Source: an optimization exercise on an open RTL-to-GDS flow (aim: small area). Production flows keep margins and buffers that such runs may drop. The RTL was checked by simulation tests, not by an equivalence proof against the original design. Power and IR drop assume default switching activity.

**design/flow/flow/run.sh**
```bash
#!/bin/bash
set -o pipefail
bash standard.sh \
  "CTS_ARGS=-sink_clustering_enable -repair_clock_nets -dont_use_dummy_load -sink_clustering_size 25 -sink_clustering_max_diameter 90" \
  "BUFFER_PORTS_ARGS=-buffer_cell sky130_fd_sc_hd__buf_2" \
  finish > flow_make.log 2>&1
```
**design/flow/design.v**
```verilog
module hls_module_status_monitor #(
    parameter int unsigned      N_CH    = 10,
    parameter int unsigned      CNT_W   = 32,
    parameter logic [N_CH-1:0]  CONT_EN = {N_CH{1'b0}},
    localparam int unsigned     CH_W    = (N_CH > 1) ? $clog2(N_CH) : 1
) (
    input  logic             clock,
    input  logic             reset,
    input  logic             finish,
    input  logic             clear,
    input  logic [N_CH-1:0]  ap_start,
    input  logic [N_CH-1:0]  ap_ready,
    input  logic [N_CH-1:0]  ap_done,
    input  logic [N_CH-1:0]  ap_continue,
    input  logic             rd_en,
    input  logic [CH_W-1:0]  rd_ch,
    input  logic [2:0]       rd_sel,
    output logic             rd_valid,
    output logic [CNT_W-1:0] rd_data,
    output logic             active,
    output logic [N_CH-1:0]  ovf
);
    function automatic logic [CNT_W-1:0] inc_en(input logic [CNT_W-1:0] v, input logic en);
        logic t;
        t = en;
        for (int b = 0; b < CNT_W; b++) begin
            inc_en[b] = v[b] ^ t;
            t = t & v[b];
        end
    endfunction
    function automatic logic [0:0] ge(input logic [CNT_W-1:0] a, input logic [CNT_W-1:0] b);
        logic g;
        g = 1'b1;
        for (int b_ = 0; b_ < CNT_W; b_++)
            g = (a[b_] & ~b[b_]) | ((a[b_] | ~b[b_]) & g);
        ge = g;
    endfunction
    logic             active_q;
    logic             opened_q;
    logic             active_nxt;
    logic [N_CH-1:0]  ovf_q;
    logic [N_CH-1:0]  ovf_nxt;
    logic [N_CH-1:0]  rc;
    logic [7:0]       rs;
    always_comb begin
        for (int i = 0; i < N_CH; i++) rc[i] = (32'(rd_ch) == i);
        for (int k = 0; k < 8; k++)    rs[k] = (rd_sel == 3'(k));
    end
    logic [CNT_W-1:0] x_part  [N_CH];    
    logic [CNT_W-1:0] x_part2 [N_CH];    
    logic [CNT_W-1:0] max_nxt_n [N_CH];    
    logic [1:0]       state_nxt [N_CH];
    logic [N_CH-1:0]  ev_start, ev_ready, ev_done, ev_busy, ev_stall;
    logic [N_CH-1:0]  dlt_p, dlt_m;
    assign active     = active_q;
    assign ovf        = ovf_q;
    assign active_nxt = clear | (~finish & (active_q | ~opened_q));
    always_ff @(posedge clock or negedge reset) begin
        if (!reset) begin
            active_q <= 1'b0;
            opened_q <= 1'b0;
            ovf_q    <= '0;
        end else begin
            active_q <= active_nxt;
            opened_q <= 1'b1;
            ovf_q    <= ovf_nxt;
        end
    end
    for (genvar c = 0; c < N_CH; c++) begin : g_ch
        logic             st_busy, st_hold;
        logic             nx_busy, nx_hold;
        logic             cont;
        logic [CNT_W-1:0] start_r, ready_r, busy_r, stall_r, max_n_r, lat_r;
        logic [CNT_W-1:0] start_d, ready_d, busy_d, stall_d;
        logic             p_r, m_r;
        logic             f_start, f_ready, f_busy, f_stall, f_lat, f_done;
        logic             e_start, e_ready, e_done, e_busy, e_stall;
        logic             s_eff, d_eff, upd;
        assign cont = ~CONT_EN[c] | ap_continue[c];
        always_comb begin
            nx_busy = st_busy;
            nx_hold = st_hold;
            if (st_busy) begin
                if (ap_done[c]) begin
                    nx_busy = 1'b0;
                    nx_hold = ~cont;
                end
            end else if (st_hold) begin
                if (ap_continue[c]) nx_hold = 1'b0;
            end else if (ap_start[c]) begin
                nx_busy = ~ap_done[c];
                nx_hold = ap_done[c] & ~cont;
            end
        end
        assign e_start = ~st_busy & ~st_hold & ap_start[c];
        assign e_done  = ap_done[c] & (st_busy | (~st_hold & ap_start[c]));
        assign e_busy  = st_busy;
        assign e_ready = ap_ready[c];
        assign e_stall = st_hold & ~ap_continue[c];
        hms_cnt_nx #(.W(CNT_W)) u_start (.q(start_r), .en(active_q & e_start), .clr(clear), .d(start_d), .full(f_start));
        hms_cnt_nx #(.W(CNT_W)) u_ready (.q(ready_r), .en(active_q & e_ready), .clr(clear), .d(ready_d), .full(f_ready));
        hms_cnt_nx #(.W(CNT_W)) u_busy  (.q(busy_r),  .en(active_q & e_busy),  .clr(clear), .d(busy_d),  .full(f_busy));
        if (CONT_EN[c]) begin : g_stall
            hms_cnt_nx #(.W(CNT_W)) u_stall (.q(stall_r), .en(active_q & e_stall), .clr(clear), .d(stall_d), .full(f_stall));
        end else begin : g_nostall
            assign stall_d = '0;
            assign f_stall = 1'b0;
        end
        assign f_done  = (~p_r & ~m_r & f_start) | (p_r & (start_r == {{(CNT_W-1){1'b1}}, 1'b0}));
        logic [CNT_W-1:0] lat_d, lat_sn, max_n_d;
        logic             max_ld, max_ld_busy_n, max_hold_n, f_lat_raw;
        hms_lat_nx #(.W(CNT_W)) u_lat (.q(lat_r), .busy(st_busy), .nbusy(~st_busy), .d(lat_d), .sn(lat_sn), .full(f_lat_raw));
        assign f_lat    = st_busy & f_lat_raw;
        assign upd          = active_q & e_done & (st_busy ? ge(lat_r, ~max_n_r) : &max_n_r);
        assign max_ld       = upd & ~clear;
        assign max_ld_busy_n = ~(max_ld & st_busy);
        assign max_hold_n   = upd | clear;
        assign max_n_d[0] = (~max_ld | (st_busy & lat_sn[0])) & (max_hold_n | max_n_r[0]);
        for (genvar b = 1; b < CNT_W; b++) begin : g_mx
            hms_o22a u_mx (.a1(max_ld_busy_n), .a2(lat_sn[b]), .b1(max_hold_n), .b2(max_n_r[b]), .x(max_n_d[b]));
        end
        assign s_eff = active_q & e_start & ~f_start;
        assign d_eff = active_q & e_done & ~f_done;
        always_ff @(posedge clock or negedge reset) begin
            if (!reset) begin
                st_busy <= 1'b0;
                st_hold <= 1'b0;
                start_r <= '0;
                ready_r <= '0;
                busy_r  <= '0;
                stall_r <= '0;
                max_n_r <= '1;
                p_r     <= 1'b0;
                m_r     <= 1'b0;
            end else begin
                st_busy <= nx_busy;
                st_hold <= CONT_EN[c] ? nx_hold : 1'b0;
                max_n_r <= max_n_d;
                start_r <= start_d;
                ready_r <= ready_d;
                busy_r  <= busy_d;
                stall_r <= stall_d;
                if (clear) begin
                    p_r     <= 1'b0;
                    m_r     <= 1'b0;
                end else if (active_q) begin
                    if (d_eff & ~s_eff) begin
                        p_r <= ~m_r;
                        m_r <= 1'b0;
                    end else if (s_eff & ~d_eff) begin
                        p_r <= 1'b0;
                        m_r <= ~p_r;
                    end
                end
            end
        end
        always_ff @(posedge clock) lat_r <= lat_d;
        always_comb begin
            ovf_nxt[c] = ovf_q[c];
            if (active_q)
                ovf_nxt[c] = ovf_q[c] | (e_start & f_start) | (e_ready & f_ready) | (e_done & f_done)
                           | (e_busy & f_busy) | f_lat | (e_stall & f_stall);
            if (clear) ovf_nxt[c] = 1'b0;
        end
        logic s_start, s_ready, s_busy, s_stall;
        assign s_start = rc[c] & (rs[0] | rs[2]);
        assign s_ready = rc[c] & rs[1];
        assign s_busy  = rc[c] & rs[3];
        assign s_stall = rc[c] & rs[4];
        for (genvar b = 0; b < CNT_W; b++) begin : g_rb
            hms_aoi222 u_sel (.a0(start_r[b]), .b0(s_start), .a1(ready_r[b]), .b1(s_ready),
                              .a2(busy_r[b]), .b2(s_busy), .y(x_part[c][b]));
            if (CONT_EN[c]) begin : g_st
                hms_nand2 u_sel2 (.a(stall_r[b]), .b(s_stall), .y(x_part2[c][b]));
            end else begin : g_nost
                assign x_part2[c][b] = 1'b1;
            end
        end
        assign max_nxt_n[c] = max_n_d;
        assign state_nxt[c] = {CONT_EN[c] ? nx_hold : 1'b0, nx_busy};
        assign ev_start[c]  = e_start;
        assign ev_ready[c]  = e_ready;
        assign ev_done[c]   = e_done;
        assign ev_busy[c]   = e_busy;
        assign ev_stall[c]  = CONT_EN[c] ? e_stall : 1'b0;
        assign dlt_p[c]     = p_r;
        assign dlt_m[c]     = m_r;
    end
    localparam int unsigned N_MG = (N_CH + 2) / 3;
    logic [CNT_W-1:0] m_part [N_MG];
    logic [3*N_MG-1:0] s_max;
    logic [CNT_W-1:0]  m_dat [3*N_MG];
    for (genvar i = 0; i < 3 * N_MG; i++) begin : g_ms
        if (i < N_CH) begin : g_v
            assign s_max[i] = rc[i] & rs[5];
            assign m_dat[i] = max_nxt_n[i];
        end else begin : g_z
            assign s_max[i] = 1'b0;
            assign m_dat[i] = '0;
        end
    end
    for (genvar g = 0; g < N_MG; g++) begin : g_mg
        for (genvar b = 0; b < CNT_W; b++) begin : g_b
            if (3 * g + 1 >= N_CH) begin : g_1
                hms_nand2 u_m (.a(m_dat[3*g][b]), .b(s_max[3*g]), .y(m_part[g][b]));
            end else if (3 * g + 2 >= N_CH) begin : g_2
                hms_aoi22 u_m (.a0(m_dat[3*g][b]), .b0(s_max[3*g]), .a1(m_dat[3*g+1][b]), .b1(s_max[3*g+1]),
                               .y(m_part[g][b]));
            end else begin : g_3
                hms_aoi222 u_m (.a0(m_dat[3*g][b]), .b0(s_max[3*g]), .a1(m_dat[3*g+1][b]), .b1(s_max[3*g+1]),
                                .a2(m_dat[3*g+2][b]), .b2(s_max[3*g+2]), .y(m_part[g][b]));
            end
        end
    end
    logic [CNT_W-1:0] x_val;
    logic             x_inc, x_p, x_m;
    logic [CNT_W-1:0] cnt_val;
    logic [CNT_W-1:0] oth_val;
    logic [CNT_W-1:0] rd_mux_c;
    always_comb begin
        x_val   = '0;
        x_inc   = 1'b0;
        x_p     = 1'b0;
        x_m     = 1'b0;
        oth_val = '0;
        for (int i = 0; i < N_CH; i++) begin
            x_val = x_val | ~x_part[i] | ~x_part2[i];
            x_inc = x_inc | (rc[i] & ((rs[0] & ev_start[i]) | (rs[1] & ev_ready[i]) | (rs[2] & ev_done[i])
                                    | (rs[3] & ev_busy[i]) | (rs[4] & ev_stall[i])));
            x_p   = x_p | (rc[i] & rs[2] & dlt_p[i]);
            x_m   = x_m | (rc[i] & rs[2] & dlt_m[i]);
            oth_val = oth_val | ({CNT_W{rc[i] & rs[6]}} & CNT_W'(state_nxt[i]))
                              | ({CNT_W{rc[i] & rs[7]}} & CNT_W'({ovf_nxt[i], active_nxt}));
        end
        begin
            logic [CNT_W-1:0] m_and;
            m_and = '1;
            for (int g = 0; g < N_MG; g++) m_and = m_and & m_part[g];
            oth_val = oth_val | ({CNT_W{rs[5] & (|rc)}} & m_and);
        end
        x_inc = x_inc & active_q;
        begin
            logic inc1, dec1, inc2, g, sat;
            logic [CNT_W:0]   q_pre, z_pre;
            logic [CNT_W-1:0] t;
            inc1 = (x_p & ~x_inc) | (~x_p & ~x_m & x_inc);
            dec1 = x_m & ~x_inc;
            inc2 = x_p & x_inc;
            q_pre[0] = 1'b1;
            q_pre[1] = 1'b1;
            z_pre[0] = 1'b1;
            for (int i = 1; i <= CNT_W; i++) z_pre[i] = z_pre[i-1] & ~x_val[i-1];
            for (int i = 2; i <= CNT_W; i++) q_pre[i] = q_pre[i-1] & x_val[i-1];
            g    = inc2 | (inc1 & x_val[0]);
            sat  = (inc1 & x_val[0] & q_pre[CNT_W]) | (inc2 & q_pre[CNT_W]);
            t[0] = inc1 | dec1;
            for (int i = 1; i < CNT_W; i++) t[i] = (g & q_pre[i]) | (dec1 & z_pre[i]);
            cnt_val = (x_val ^ t) | {CNT_W{sat}};
        end
        rd_mux_c = (clear ? '0 : cnt_val) | oth_val;
    end
    always_ff @(posedge clock or negedge reset) begin
        if (!reset) rd_valid <= 1'b0;
        else        rd_valid <= rd_en;
    end
    always_ff @(posedge clock) rd_data <= rd_mux_c;
endmodule
module hms_cnt_nx #(
    parameter int unsigned W = 16
) (
    input  logic [W-1:0] q,
    input  logic         en,
    input  logic         clr,
    output logic [W-1:0] d,
    output logic         full
);
    logic [W:0] c;
    assign full = &q;
    assign c[0] = en & ~full;
    for (genvar i = 0; i < W; i++) begin : g_b
        if (i % 2 == 0) begin : g_e
            hms_xnor_nor u_d (.a(q[i]), .b(c[i]), .c(clr), .y(d[i]));
            if (i < W - 1) begin : g_c
                hms_nand2 u_n (.a(c[i]), .b(q[i]), .y(c[i+1]));
                if (i < W - 2) begin : g_c2
                    hms_and3 u_c (.a(c[i]), .b(q[i]), .c(q[i+1]), .y(c[i+2]));
                end
            end
        end else begin : g_o
            hms_xor_nor u_d (.a(q[i]), .b(c[i]), .c(clr), .y(d[i]));
        end
    end
endmodule
module hms_and3 (input logic a, input logic b, input logic c, output logic y);
    assign y = a & b & c;
endmodule
module hms_xnor_nor (input logic a, input logic b, input logic c, output logic y);
    assign y = ~(c | ~(a ^ b));
endmodule
module hms_xor_nor (input logic a, input logic b, input logic c, output logic y);
    assign y = ~(c | (a ^ b));
endmodule
module hms_nand2 (input logic a, input logic b, output logic y);
    assign y = ~(a & b);
endmodule
module hms_aoi222 (input logic a0, input logic b0, input logic a1, input logic b1,
                   input logic a2, input logic b2, output logic y);
    assign y = ~((a0 & b0) | (a1 & b1) | (a2 & b2));
endmodule
module hms_lat_nx #(
    parameter int unsigned W = 16
) (
    input  logic [W-1:0] q,
    input  logic         busy,
    input  logic         nbusy,
    output logic [W-1:0] d,
    output logic [W-1:0] sn,
    output logic         full
);
    logic [W:0]   c;
    assign full = &q;
    assign c[0] = ~full;
    for (genvar i = 0; i < W; i++) begin : g_b
        if (i % 2 == 0) begin : g_e
            hms_xnor2 u_x (.a(q[i]), .b(c[i]), .y(sn[i]));
            if (i < W - 1) begin : g_c
                hms_nand2 u_n (.a(c[i]), .b(q[i]), .y(c[i+1]));
                if (i < W - 2) begin : g_c2
                    hms_and3 u_c (.a(c[i]), .b(q[i]), .c(q[i+1]), .y(c[i+2]));
                end
            end
        end else begin : g_o
            hms_xor2 u_x (.a(q[i]), .b(c[i]), .y(sn[i]));
        end
        if (i == 0) begin : g_d0
            hms_nand2 u_d (.a(busy), .b(sn[i]), .y(d[i]));
        end else begin : g_d
            hms_nor2 u_d (.a(nbusy), .b(sn[i]), .y(d[i]));
        end
    end
endmodule
module hms_xnor2 (input logic a, input logic b, output logic y);
    assign y = ~(a ^ b);
endmodule
module hms_xor2 (input logic a, input logic b, output logic y);
    assign y = a ^ b;
endmodule
module hms_nor2 (input logic a, input logic b, output logic y);
    assign y = ~(a | b);
endmodule
module hms_a2bb2o (input logic a1n, input logic a2n, input logic b1, input logic b2, output logic x);
    assign x = (~a1n & ~a2n) | (b1 & b2);
endmodule
module hms_aoi22 (input logic a0, input logic b0, input logic a1, input logic b1, output logic y);
    assign y = ~((a0 & b0) | (a1 & b1));
endmodule
module hms_a22o (input logic a1, input logic a2, input logic b1, input logic b2, output logic x);
    assign x = (a1 & a2) | (b1 & b2);
endmodule
module hms_and2 (input logic a, input logic b, output logic y);
    assign y = a & b;
endmodule
module hms_o22a (input logic a1, input logic a2, input logic b1, input logic b2, output logic x);
    assign x = (a1 | a2) & (b1 | b2);
endmodule
module hls_status_monitor_top (
    input  logic        clock,
    input  logic        reset,
    input  logic        finish,
    input  logic        clear,
    input  logic [9:0]  ap_start,
    input  logic [9:0]  ap_ready,
    input  logic [9:0]  ap_done,
    input  logic [9:0]  ap_continue,
    input  logic        rd_en,
    input  logic [3:0]  rd_ch,
    input  logic [2:0]  rd_sel,
    output logic        rd_valid,
    output logic [15:0] rd_data,
    output logic        active,
    output logic [9:0]  ovf
);
    hls_module_status_monitor #(
        .N_CH(10), .CNT_W(16), .CONT_EN(10'b1011011011)
    ) u_mon (
        .clock(clock), .reset(reset), .finish(finish), .clear(clear),
        .ap_start(ap_start), .ap_ready(ap_ready), .ap_done(ap_done), .ap_continue(ap_continue),
        .rd_en(rd_en), .rd_ch(rd_ch), .rd_sel(rd_sel),
        .rd_valid(rd_valid), .rd_data(rd_data), .active(active), .ovf(ovf)
    );
endmodule
```
**design/flow/standard.sh**
```bash
#!/bin/bash
# synth_recipe.tcl (not shown) runs the flow's synth.tcl, then flattens the netlist and writes it again
# the make line also repeats each setting of config.mk as NAME=value (left out here)
make -C /OpenROAD-flow-scripts/flow DESIGN_CONFIG=/design/flow/config.mk WORK_HOME=/design/flow/orfs CLKGATE_MAP_FILE= SYNTH_SCRIPT=/design/flow/synth_recipe.tcl "${@:-finish}"
```
**design/flow/constraint.sdc**
```tcl
create_clock -name core_clock -period 6.0 [get_ports {clock}]
set_input_delay 1.2000 -clock core_clock [delete_from_list [all_inputs] [get_ports {clock}]]
set_output_delay 1.2000 -clock core_clock [all_outputs]
set_load 0.01 [all_outputs]
```
**design/flow/config.mk**
```make
export PLATFORM = sky130hd
export DESIGN_NAME = hls_status_monitor_top
export DESIGN_NICKNAME = hls_status_monitor_top
export VERILOG_FILES = /design/flow/design.v
export SDC_FILE = /design/flow/constraint.sdc
export NUM_CORES = 4
export LEC_CHECK = 0
export CAP_MARGIN = 20
export CORE_MARGIN = 2
export CORE_UTILIZATION = 65
export GPL_TIMING_DRIVEN = 0
export SETUP_SLACK_MARGIN = 0.3
export SLEW_MARGIN = 20
export SYNTH_HIERARCHICAL = 1
export SYNTH_MINIMUM_KEEP_SIZE = 0
```
==> results of run 1 <==
## state kept, by name (all words and copies together) (netlist names), 16 cells and up
signal and count:
u_mon.g_ch.start_r 160, u_mon.g_ch.stall_r 112, u_mon.g_ch.lat_r 160, u_mon.rd_data 16
u_mon.g_ch.ready_r 160, u_mon.g_ch.busy_r 160, u_mon.g_ch.max_n_r 160
## cell families (layout without fill, tap and decap cells)
| logic type | after synthesis | count (layout) | synth area share (%) |
|---|---|---|---|
| adder cells (fa/ha/maj) | 24 | 24 | 0.4994 |
| multiplexers | 23 | 23 | 0.4969 |
| buffers and inverters | 81 | 216 | 0.6393 |
| AND/OR/NAND/NOR | 2565 | 2565 | 24.02 |
| other | 1 | 2 | 0.007484 |
| flip-flops | 978 | 978 | 47.48 |
| XOR/XNOR | 776 | 776 | 13.56 |
| AO/OA/AOI/OAI | 808 | 808 | 13.29 |
## Yosys cell counts (6+ instances only)
cell type	count	share of area, %
o22a_1	154	2.7
a211oi_1	13	0.19
dfxtp_1	176	7.0
nand3_1	35	0.35
nor3_1	30	0.30
nand2b_1	7	0.087
nor2b_1	23	0.29
nand4_1	349	4.4
a222oi_1	214	4.3
inv_1	38	0.28
o22ai_1	26	0.32
o21ai_0	94	0.94
mux2i_1	17	0.34
clkbuf_1	31	0.23
a221oi_1	11	0.19
a22o_1	11	0.19
and2_1	36	0.45
o21a_1	17	0.25
o211ai_1	9	0.13
xnor2_1	392	6.9
xor2_1	384	6.7
dfstp_2	160	8.4
nand4b_1	11	0.19
and3_1	344	4.3
a22oi_1	24	0.36
or4_1	16	0.24
nor2_1	935	7.0
a31oi_1	15	0.19
maj3_2	8	0.18
a221o_1	8	0.16
maj3_1	16	0.32
dfrtp_1	642	32
o31ai_1	25	0.37
o41a_1	40	0.90
o221ai_1	17	0.30
a21oi_1	64	0.64
a311oi_1	6	0.10
a2111oi_0	6	0.10
nor4_1	88	1.1
nand2_1	666	5.0
buf_2	10	0.10
or2_2	9	0.11
## worst max-delay path: cells and delay by family
family          cells  cell delay (ps)
compound gates      3             1790
simple gates        2              890
buf+inv             6             2360
## cell type report
class | count | area [um^2]
inverters | 39 | 155.1
flip-flops and latches | 978 | 23790
clock buffers | 46 | 1151
well taps | 1030 | 1289
diodes | 1 | 2.502
multi-input cells | 4197 | 26210
repair buffers | 89 | 723.2
plain buffers | 42 | 183.9
fillers | 6020 | 22570
## worst max path at each step
| stage | start | to | slack [ps] |
|---|---|---|---|
| after floorplan | rd_sel[1] | u_mon.rd_data[12]$_DFF_P_ | 1440 |
| after global placement | reset | u_mon.g_ch[0].st_hold$_DFF_PN0_ | -13400 |
| after detailed placement | rd_sel[1] | u_mon.rd_data[15]$_DFF_P_ | -1130 |
| after CTS | rd_sel[1] | u_mon.rd_data[13]$_DFF_P_ | 260 |
| after global routing | clear | u_mon.rd_data[13]$_DFF_P_ | 270 |
| final | clear | u_mon.rd_data[12]$_DFF_P_ | 80 |
## metrics by stage
step           worst slack (ps)  setup TNS [ps]  hold WS [ps]  utilization, %
2_1_floorplan              1439               0         409.2               -
3_3_place_gp             -13400               -         416.2           68.05
3_5_place_dp              -1127          -14140         426.8           68.57
4_1_cts                   263.5               0         402.4           70.15
5_1_grt                   270.7               0         431.6           70.33
6_report                  81.37               0         429.0           70.33
## repair_timing
item,4_1_cts,5_1_grt
buffers inserted,0,0
pin swaps,3,5
gates resized for setup,16,34
setup endpoints to repair,16,15
hold buffers,0,0
## Yosys stat by module (local to each module, per instance), a selection
module        cell area [um^2]  times used  cells inside  flops+latches
hms_xnor_nor             12.51         296             2              0
hms_xor_nor              12.51         296             2              0
hms_aoi222               10.01         208             1              0
hms_o22a                 8.758         150             1              0
hms_xnor2                8.758          80             1              0
hms_xor2                 8.758          80             1              0
hms_and3                 6.256         329             1              0
hms_nand2                3.754         514             1              0
hms_nor2                 3.754         150             1              0
## layer usage
| metal | global-route usage [%] | wire, um | up-vias |
|---|---|---|---|
| li1 | - | - | 19521 |
| met1 | 54.11 | 63410 | 21450 |
| met2 | 58.51 | 68370 | 2058 |
| met3 | 7.449 | 15280 | 406 |
| met4 | 20.47 | 9691 | 8 |
| met5 | 0 | 44 | - |
## power by group
part | total, mW | switching (mW) | internal (mW)
Clock | 3.46 | 2.08 | 1.37
Combinational | 0.977 | 0.682 | 0.295
Sequential | 6.82 | 0.142 | 6.68
==> impl_metrics.csv, run 1 <==
group,metric,value,unit
logic_synthesis,synthCells,5256,
drt,wl_per_cell,24.42,um
global_routing,grt_usage,39.02,%
drt,ant_nets,0,
placed_design,placed_cells,6375,
timing,setup_viol,0,
logic_synthesis,ys_ff_latch,978,
floorplanning,rows,101,
placed_design,io_buffers,75,
floorplanning,die_x,281.6,um
global_routing,overflow,0,
floorplanning,io-pin-count,80,
placed_design,place_hpwl,116400,um
job,maxCapViolCount,0,
layout,final_cell_mix,"909 x nor2_1, 662 x nand2_1, 642 x dfrtp_1",
timing,fin_crit,5919,ps
worst_setup_path,start_kind,"input pin",
clocking,clockRootBuffer,"clkbuf_16",
logic_synthesis,synth_area,50110,um^2
logic_synthesis,synth_fp_nets,5308,
clocking,clock_path_buffers,3,
layout,nets,5445,
placed_design,place.gp.congestion,1.060,
drt,dr.first_iter.drc_count,6170,
floorplanning,core,76080,um^2
worst_setup_path,end_kind,"flip-flop",
timing,final.period_utilization,98.64,%
worst_setup_path,critical_path.most_common_cell,"buf_16",
floorplanning,initial_core_util,65.86,%
power,total_power,11.26,mW
logic_synthesis,ys_types,77,
clocking,cts.sinks,978,
logic_synthesis,synthArstFlopShare,82.00,%
worst_setup_path,r2r-end,"u_mon.rd_data[12]$_DFF_P_",
layout,layout_commonest_cell,"nor2_1",
clocking,h-tree-depth,2,
worst_setup_path,r2r_cells,10,
global_routing,antenna_found_initial,10,
logic_synthesis,synth-edff-count,0,
logic_synthesis,syn_avg_cell_area,9.533,um^2
clocking,clkLatencyLatePin,650,ps
timing,fmaxAchievable,0.1690,GHz
global_routing,grt_pass1_wl,237100,um
power,ir_drop,0.2728,mV
clocking,tritoncts,"yes",
worst_setup_path,cp.arrival,6390,ps
worst_setup_path,required,6470,ps
layout,areaGrowthSynthToFinish,6.782,%
layout,drive_gt1_share,7.290,%
logic_synthesis,yosysWarnings,17,
hold_path,hp-class,"in -> async",
worst_setup_path,reg2reg_from,"u_mon.active_q$_DFF_PN0_",
clocking,clkTransAtPathRegs,100,ps
global_routing,grt_max_degree,144,
placed_design,place_area,52170,um^2
floorplanning,die-area,79320,um^2
status,status,"timing/DRC/antenna clean",
power,power.leakage,21.07,nW
floorplanning,fp.dieH,281.6,um
worst_setup_path,rrSetupSlack,360,ps
worst_setup_path,critPathMaxFanout,122,
power,powerDensity,210.4,nW/um^2
drt,routed_wl,156800,um
logic_synthesis,synth_ff_type,"dfrtp_1",
clocking,cts_inserted_buffers,46,
logic_synthesis,seq_area_frac_synth,47.48,%
timing,rsz0062_at_grt,"true",
timing,hold_viol,0,
drt,vias,43443,
worst_setup_path,slowest_stage,"a222oi_1",
layout,fin_area,53510,um^2
timing,maxSlewHeadroom,11.59,%
timing,worst_slew_pin_slew,1314,ps
drt,drc,0,
layout,layoutNonFillerInstCount,6422,
drt,via_per_inst,6.765,
timing,slew_violations,0,
worst_setup_path,crit_type,"in -> reg",
timing,fin_skew,37.15,ps
worst_setup_path,worstPathCellList,"buf_8 -> buf_16 -> buf_16 -> inv_1 -> clkbuf_2 -> clkbuf_1 -> nand2_1 -> o22a_1 -> a222oi_1 -> nand4_1 -> o221ai_1",
drt,drtPass1Iterations,17,
global_routing,grt_pass1_vias,40237,
worst_setup_path,max_stage_delay,890,ps
==> run 2: changes to the inputs <==
--- a/design/flow/config.mk
+++ b/design/flow/config.mk
@@ -7,7 +7,7 @@
 export LEC_CHECK = 0
 export CAP_MARGIN = 20
 export CORE_MARGIN = 2
-export CORE_UTILIZATION = 65
+export CORE_UTILIZATION = 70
 export GPL_TIMING_DRIVEN = 0
 export SETUP_SLACK_MARGIN = 0.3
 export SLEW_MARGIN = 20
==> run 2 against run 1 <==
Synthesized area unchanged. Synthesized cell count did not move. First-iteration DRC count is 4.9% higher. Power about the same. Largest cell class unchanged. Maximum frequency up 1.9%. Critical path type unchanged. Utilization is 4.8 points higher. Global-route usage increased by 2.1 points.
==> impl_metrics.csv, run 2 <==
group,metric,value,unit
status,status,"timing/DRC/antenna clean",
logic_synthesis,synth-edff-count,0,
worst_setup_path,worstPathCellList,"buf_8 -> buf_16 -> inv_1 -> clkbuf_2 -> clkbuf_1 -> nand2_1 -> o22a_1 -> a222oi_1 -> nand4_1 -> o221ai_1",
logic_synthesis,synth_top_area_share,32.06,%
floorplanning,fp.dieH,271.5,um
drt,via_per_inst,6.979,
timing,whs,398.0,ps
timing,slew_violations,0,
layout,drive_gt1_share,7.193,%
worst_setup_path,critPathMaxFanout,133,
job,maxCapViolCount,0,
layout,final_cell_mix,"918 x nor2_1, 662 x nand2_1, 642 x dfrtp_1",
logic_synthesis,synth_top_family_by_area,"simple AND/OR/NAND/NOR gates",
worst_setup_path,crit_cells,10,
worst_setup_path,start_kind,"input pin",
clocking,clkTransAtPathRegs,100,ps
logic_synthesis,ys_types,77,
worst_setup_path,rrSetupSlack,500,ps
worst_setup_path,crit_start,"clear",
worst_setup_path,cp.arrival,6260,ps
drt,vias,44311,
hold_path,min-delay-start,"u_mon.g_ch[5].st_busy$_DFF_PN0_",
logic_synthesis,synth_fp_nets,5308,
drt,drtPass1Iterations,14,
timing,final.period_utilization,96.81,%
timing,rsz0062_at_grt,"false",
logic_synthesis,synth_fa_ha_area_share,0.4994,%
clocking,tritoncts,"yes",
floorplanning,core,71120,um^2
logic_synthesis,synth_xor_area_share,13.56,%
drt,drc,0,
power,power.leakage,21.09,nW
timing,worst_slew_pin_slew,1289,ps
timing,fin_skew,54.84,ps
power,ir_drop,0.2757,mV
clocking,clkLatencyLatePin,650,ps
worst_setup_path,required,6450,ps
logic_synthesis,ys_top_cells_by_count,"935 x nor2_1, 666 x nand2_1, 642 x dfrtp_1",
clocking,clock_path_buffers,3,
layout,layoutNonFillerInstCount,6349,
logic_synthesis,synth.most_common_cell,"nor2_1",
drt,ant_nets,0,
global_routing,grt_pass1_wl,235800,um
placed_design,place.gp.congestion,1.074,
timing,fmaxAchievable,0.1722,GHz
logic_synthesis,yosys.area.top_type,"dfrtp_1",
logic_synthesis,syn_avg_cell_area,9.533,um^2
clocking,cts_hold_buf,0,
layout,areaGrowthSynthToFinish,6.632,%
hold_path,worstHoldEndpoint,"u_mon.g_ch[5].lat_r[0]$_DFF_P_",
worst_setup_path,cp_top_family,"buffers and inverters",
worst_setup_path,end_kind,"flip-flop",
global_routing,grt_pass1_vias,40689,
placed_design,placed_cells,6295,
placed_design,io_buffers,75,
floorplanning,die-area,73740,um^2
timing,maxSlewHeadroom,13.25,%
clocking,cts.sinks,978,
logic_synthesis,synth_area,50110,um^2
layout,n_fill_cell,5194,
logic_synthesis,seq_area_frac_synth,47.48,%
drt,dr.first_iter.drc_count,6472,
worst_setup_path,timing.critical_path.buf_inv,5,
global_routing,grt_usage,41.13,%
power,powerDensity,210.6,nW/um^2
worst_setup_path,r2r_cells,14,
logic_synthesis,synth-simple-area-share,24.02,%
worst_setup_path,reg2reg_from,"u_mon.g_ch[6].st_busy$_DFF_PN0_",
timing,setup_viol,0,
global_routing,antenna_found_initial,12,
timing,fin_crit,5809,ps
logic_synthesis,ys_ff_latch,978,
floorplanning,rows,98,
logic_synthesis,yosysWarnings,17,
placed_design,place_hpwl,114900,um
worst_setup_path,slowest_stage,"clkbuf_1",
timing,hold_viol,0,
layout,final_util,75.13,%
clocking,cts_inserted_buffers,46,
global_routing,overflow,0,
floorplanning,io-pin-count,80,
global_routing,grt_max_degree,134,
hold_path,hold_path_depth,1,
power,total_power,11.25,mW
logic_synthesis,synthCells,5256,
logic_synthesis,synth_mux_area_share,0.4969,%
clocking,h-tree-depth,2,
logic_synthesis,synth_compound_area_share,13.29,%
drt,routed_wl,155100,um
logic_synthesis,synthArstFlopShare,82.00,%
layout,layout_commonest_cell,"nor2_1",
layout,nets,5448,
floorplanning,die_x,271.5,um
clocking,clockRootBuffer,"clkbuf_16",
logic_synthesis,synth_ff_type,"dfrtp_1",
drt,wl_per_cell,24.42,um
hold_path,hp-class,"reg -> reg",
floorplanning,initial_core_util,70.46,%
worst_setup_path,crit_type,"in -> reg",
logic_synthesis,netlist_top_cells_area,"dfrtp_1 32%, dfstp_2 8.4%, dfxtp_1 7.0%",
worst_setup_path,max_stage_delay,800,ps
worst_setup_path,r2r-end,"u_mon.rd_data[11]$_DFF_P_",
run 2: cell counts after synthesis:
No cell type changed its count.
run 2: per-module statistics from Yosys, one instance, submodules excluded, a selection:
module	area, um^2	flip-flops and latches	times used
hms_nand2	3.754	0	514
hms_aoi222	10.01	0	208
hms_xnor2	8.758	0	80
hms_xor2	8.758	0	80
hms_xor_nor	12.51	0	296
hms_o22a	8.758	0	150
hms_xnor_nor	12.51	0	296
hms_nor2	3.754	0	150
run 2: worst max path at each step:
stage                                    end  slack [ps]
6_report           u_mon.rd_data[11]$_DFF_P_         190
2_1_floorplan      u_mon.rd_data[12]$_DFF_P_        1440
3_3_place_gp   u_mon.g_ch[9].p_r$_DFFE_PN0P_      -13100
5_1_grt            u_mon.rd_data[12]$_DFF_P_         300
3_5_place_dp       u_mon.rd_data[13]$_DFF_P_       -1160
4_1_cts            u_mon.rd_data[13]$_DFF_P_         310
run 2: logic make-up after synthesis:
group,count (synthesis)
DFF,978
other,1
buffers and inverters,81
muxes,23
AOI/OAI and AO/OA,808
xor gates and xnor gates,776
and+or+nand+nor,2565
adders and majority gates,24
run 2: power breakdown:
part | total, mW | switching, mW | internal (mW) | leakage [nW]
clock network | 3.45 | 2.08 | 1.38 | 0.567
logic | 0.974 | 0.677 | 0.297 | 8.51
registers | 6.82 | 0.142 | 6.68 | 12.0
total | 11.3 | 2.90 | 8.36 | 21.1
run 2: layout make-up:
| type | instances | area, um^2 | share of cell area, % |
|---|---|---|---|
| multi-input combinational | 4197 | 26190 | 49.02 |
| buffer | 42 | 182.7 | 0.3419 |
| inverter | 39 | 147.6 | 0.2763 |
| timing repair buffer | 92 | 763.2 | 1.428 |
| antenna | 5 | 12.51 | 0.02342 |
| clock buffer | 46 | 1151 | 2.154 |
| tap | 950 | 1189 | 2.225 |
| sequential | 978 | 23790 | 44.53 |
run 2: stage by stage:
| step | instance area [um^2] | TNS, ps | setup WS (ps) |
|---|---|---|---|
| 5_1_grt | 53430 | 0 | 301.4 |
| 4_1_cts | 53290 | 0 | 306.6 |
| 3_3_place_gp | 51670 | - | -13100 |
| 6_report | 53430 | 0 | 191.2 |
| 3_5_place_dp | 52080 | -15660 | -1165 |
| 2_1_floorplan | 50110 | 0 | 1439 |
run 2: metal layers:
| layer | GRT usage (%) | share of wire (%) | vias up |
|---|---|---|---|
| li1 | - | - | 19558 |
| met1 | 57.14 | 39 | 21849 |
| met2 | 60.86 | 44 | 2449 |
| met3 | 8.368 | 10 | 445 |
| met4 | 22.79 | 6.5 | 10 |
| met5 | 0 | 0.041 | - |
run 2: what timing repair did:
action                     4_1_cts  5_1_grt
pin swaps                        2        5
setup endpoints to repair       16       16
setup buffers                    3        0
gates resized for setup         14       26
gates cloned                     0        0

-- separate check: timing with driven ports --
No port has a modelled driver above. Below, the same layouts with a new extraction and two added sets of constraints. Step 1 (the two cells are an assumption about what drives the block):
set clk [get_ports {clock}]
set_driving_cell -lib_cell sky130_fd_sc_hd__clkbuf_16 $clk
set_driving_cell -lib_cell sky130_fd_sc_hd__buf_2 [delete_from_list [all_inputs] $clk]
Step 2 times the ports against the registers' clock, not the clock port: input delays grow and output delays shrink by t, the midpoint of the rising clock arrivals with the driver on. Three values: ideal ports, drivers, drivers and shift; two values: the first two.
run | t (ns) | slack for setup (ns) | worst setup path at the end | worst register clock-pin slew, ns | worst slew at a driven data input, ns
run 1 | 0.701 | 0.081 / 0.117 / -0.584 | input to register | 0.10 / 0.10 | 0.14
run 2 | 0.693 | 0.191 / 0.221 / -0.471 | input to register | 0.10 / 0.10 | 0.12
Met with ideal ports but missed after step 2: setup timing in run 1 and run 2. For run 1, which loses most, drivers alone change the setup slack by +0.036 ns; drivers and shift together by -0.665 ns.
